This is an optimization exercise on Yosys and OpenROAD, whose aim is a short achievable clock period and few clock cycles, not a production implementation.
Function was checked by simulation only, so behaviour that the tests miss may differ from the original.
Power is estimated from default activity; no workload was simulated.

// cpu_top
module cpu_top #(
        parameter logic [15:0] reset_pc = '0
) (
        input  logic        clk,
        input  logic        reset,
        input  logic        run_n,
        input  logic [15:0] sram_d,
        output logic [15:0] sram_addr,
        output logic [15:0] sram_q,
        output logic        sram_we_n
);
clock: 9.0 ns
lec_check: 0
abc_clock_period_in_ps: 3500
cap_margin: 20
core_margin: 2
core_utilization: 40
setup_slack_margin: 5
slew_margin: 20
run.sh (not shown) runs the stock make flow with config.mk's settings and CLKGATE_MAP_FILE= SYNTH_SCRIPT=/design/flow/synth_recipe.tcl, a recipe that flattens the netlist after the stock synthesis.
The baseline ran to the end with violations: max-capacitance violations, max-slew violations.
Testbench counts at the start, summed over its fixed seeds: cycles 22,260.
Edit:
--- a/flow/design.v
+++ b/flow/design.v
@@ -194,30 +194,35 @@
         always_comb begin
                 for (int k = 0; k < 2; k++) begin
                         s_seq[k]  = d_pc[k] + 16'd1;
                         s_tgt[k]  = d_pc[k] + (d_f[k][F_J] ? {{4{d_w[k][11]}}, d_w[k][11:0]} : {12'h000, d_w[k][3:0]});
                         s_ne_t[k] = (d_pn != s_tgt[k]);
                         s_ne_s[k] = (d_pn != s_seq[k]);
                 end
         end
         assign d_seq = d1_v ? s_seq[1] : s_seq[0];
         assign d_tgt = d1_v ? s_tgt[1] : s_tgt[0];
+        logic x_in [2];
+        assign x_in[0] = x_v;
+        assign x_in[1] = x1_v;
         always_comb begin
                 ld_haz = 1'b0;
                 for (int k = 0; k < 2; k++) begin
-                        if (x_fire[k] && x_f[k][F_LW] &&
+                        if (x_in[k] && x_f[k][F_LW] &&
                             (reads(d_f[0], d_w[0], x_c[k]) || (d1_v && reads(d_f[1], d_w[1], x_c[k]))))
                                 ld_haz = 1'b1;
                 end
         end
         assign d_kill = redirect | smc_x0 | smc_x1 | smc_d;
         assign d_adv  = d_v & ~ld_haz & ~d_kill;
+        logic d_ld;
+        assign d_ld = ~d_v | ~ld_haz;
         assign early = d_v & ~d_kill & ~d_pt & (l_f[F_J] | (l_f[F_BEQ] & (l_w[11:8] == l_w[7:4])));
         logic [CI-1:0] idx;
         logic [CN-1:0] pmask;
         logic [CN-2:0] pok_q, pokf_q;
         logic [15:0]   c_dnx [CN];
         logic [15:0]   c_tnx [CN];
         logic [CN-1:0] c_pnx;
         logic [CN-1:0] tmatch, amatch;
         logic          hit0, smc_f0, avail, d_free, ir_load, deliver, pair;
         logic [15:0]   w0, w0c, w1c, pnext, fpc_next, addr_next;
@@ -264,74 +269,77 @@
                 else if (redirect) fpc_next = taken ? x_tgt : x_seq;
                 else if (smc_d)    fpc_next = d_pc[0];
                 else if (early)    fpc_next = d_tgt;
                 else if (deliver)  fpc_next = pnext;
                 else               fpc_next = fpc;
         end
         logic [15:0] pf_dist, pf_addr;
         assign pf_addr = (bus_fetch & ~bus_dem) ? addr_q + 16'd1 : pfa;
         logic        use_pf;
         assign pf_dist = pf_addr - fpc;
-        assign use_pf  = ~x_mem & hit0 & ~redirect & ~early & (pf_dist[15:5] == '0) & ~(pf_dist[4] & pf_dist[3]);
+        logic        pf_ok;
+        assign use_pf  = ~x_mem & hit0 & ~redirect & ~early & pf_ok;
         assign addr_next = x_mem ? (m1 ? ea[1] : ea[0]) : use_pf ? pf_addr : fpc_next;
         always_ff @(posedge clk or negedge reset) begin
                 if (!reset) begin
                         addr_q    <= reset_pc;
                         we_n_q    <= 1'b1;
                         bus_fetch <= 1'b1;
                         bus_dem   <= 1'b1;
                         pfa       <= reset_pc;
+                        pf_ok     <= 1'b0;
                         bus_load  <= 1'b0;
                         fpc       <= reset_pc;
                         d_v       <= 1'b0;
                         d1_v      <= 1'b0;
                         x_v       <= 1'b0;
                         x1_v      <= 1'b0;
                 end else if (!run_n) begin
                         addr_q    <= addr_next;
                         we_n_q    <= ~x_sw;
                         bus_fetch <= ~x_mem;
                         bus_dem   <= ~x_mem & ~use_pf;
                         pfa       <= (bus_dem & ~hit0) ? addr_q + 16'd1 : pf_addr;
+                        pf_ok     <= (pf_dist[15:5] == '0) & ~(pf_dist[4] & pf_dist[3]);
                         bus_load  <= x_lw;
                         fpc       <= fpc_next;
                         d_v       <= deliver | (d_v & ~d_adv & ~d_kill);
-                        if (ir_load)
+                        if (d_ld)
                                 d1_v <= pair;
                         x_v       <= d_adv;
                         x1_v      <= d_adv & d1_v;
                 end
         end
         always_ff @(posedge clk) begin
                 if (!run_n) begin
                         q_q  <= m1 ? opa[1] : opa[0];
                         ld_c <= m1 ? x_c[1] : x_c[0];
-                        if (ir_load) begin
+                        if (d_ld) begin
                                 d_pn     <= pnext;
                                 d_pt     <= pair ? c_pnx[idx] : c_pt[idx];
                                 d_w[0]   <= w0;
                                 d_pc[0]  <= fpc;
                                 d_f[0]   <= dec(w0);
                                 oh_s1[0] <= 16'd1 << s1f(w0);
                                 oh_b[0]  <= 16'd1 << w0[7:4];
                                 d_s1[0]  <= s1f(w0);
                                 d_w[1]   <= w1c;
                                 d_pc[1]  <= fpc + 16'd1;
                                 d_f[1]   <= f1c;
                                 oh_s1[1] <= 16'd1 << s1f(w1c);
                                 oh_b[1]  <= 16'd1 << w1c[7:4];
                                 d_s1[1]  <= s1f(w1c);
                         end else if (early) begin
                                 d_pn <= d_tgt;
                                 d_pt <= 1'b1;
                         end
-                        if (d_adv) begin
+                        begin
                                 x_lpc  <= l_pc;
                                 x_tgt0 <= s_tgt[0];
                                 x_tgt  <= d_tgt;
                                 x_seq  <= d_seq;
                                 x_ne_t <= ~early & (d1_v ? s_ne_t[1] : s_ne_t[0]);
                                 x_ne_s <= early | (d1_v ? s_ne_s[1] : s_ne_s[0]);
                                 for (int k = 0; k < 2; k++) begin
                                         x_pc[k]  <= d_pc[k];
                                         x_f[k]   <= d_f[k];
                                         x_c[k]   <= d_w[k][11:8];
Result: The changed run passed the timing, DRC and antenna checks. Maximum frequency grows slightly. Combinational power shrinks by roughly a tenth. Setup slack is better by 0.021 ns. Worst hold slack is worse by 0.015 ns. Via count shrinks by a few percent. Register-to-register slack is better by 0.02 ns. Sequential cell count grows by 1. Total power shrinks by a little under a tenth. Global-route usage shrinks by 1.9 points. First-iteration DRC count shrinks by a few percent. Cell count shrinks slightly. Wire length shrinks by a few percent. Die area hardly moves. Critical path depth shrinks by 2.
Testbench counts after the change, summed over its fixed seeds: cycles 22,240.

==> static timing again, ports no longer ideal <==
How much do the figures lean on ideal ports? The routed layouts below were timed once more, with nothing changed but the port constraints. Step 1 (the two cells are an assumption about what drives the block):
set clk [get_ports {clk}]
set_driving_cell -lib_cell sky130_fd_sc_hd__clkbuf_16 $clk
set_driving_cell -lib_cell sky130_fd_sc_hd__buf_2 [delete_from_list [all_inputs] $clk]
Step 2 moves the port delays by t, midway between the first and last clock arrival at a register: inputs arrive t later, outputs are due t later. That takes back most of the time a late clock gives input paths. a / b / c = ideal / step 1 / step 2; a / b = the first two.
run | shift t [ns] | setup WS [ns] | worst setup path after step 2
the first run | 1.118 | 4.296 / 4.296 / 3.797 | input to register
the second run | 1.132 | 4.317 / 4.317 / 3.955 | input to register
The setup slack of the first run, which loses most, moves by 0.000 ns with the drivers and by -0.499 ns with both steps.
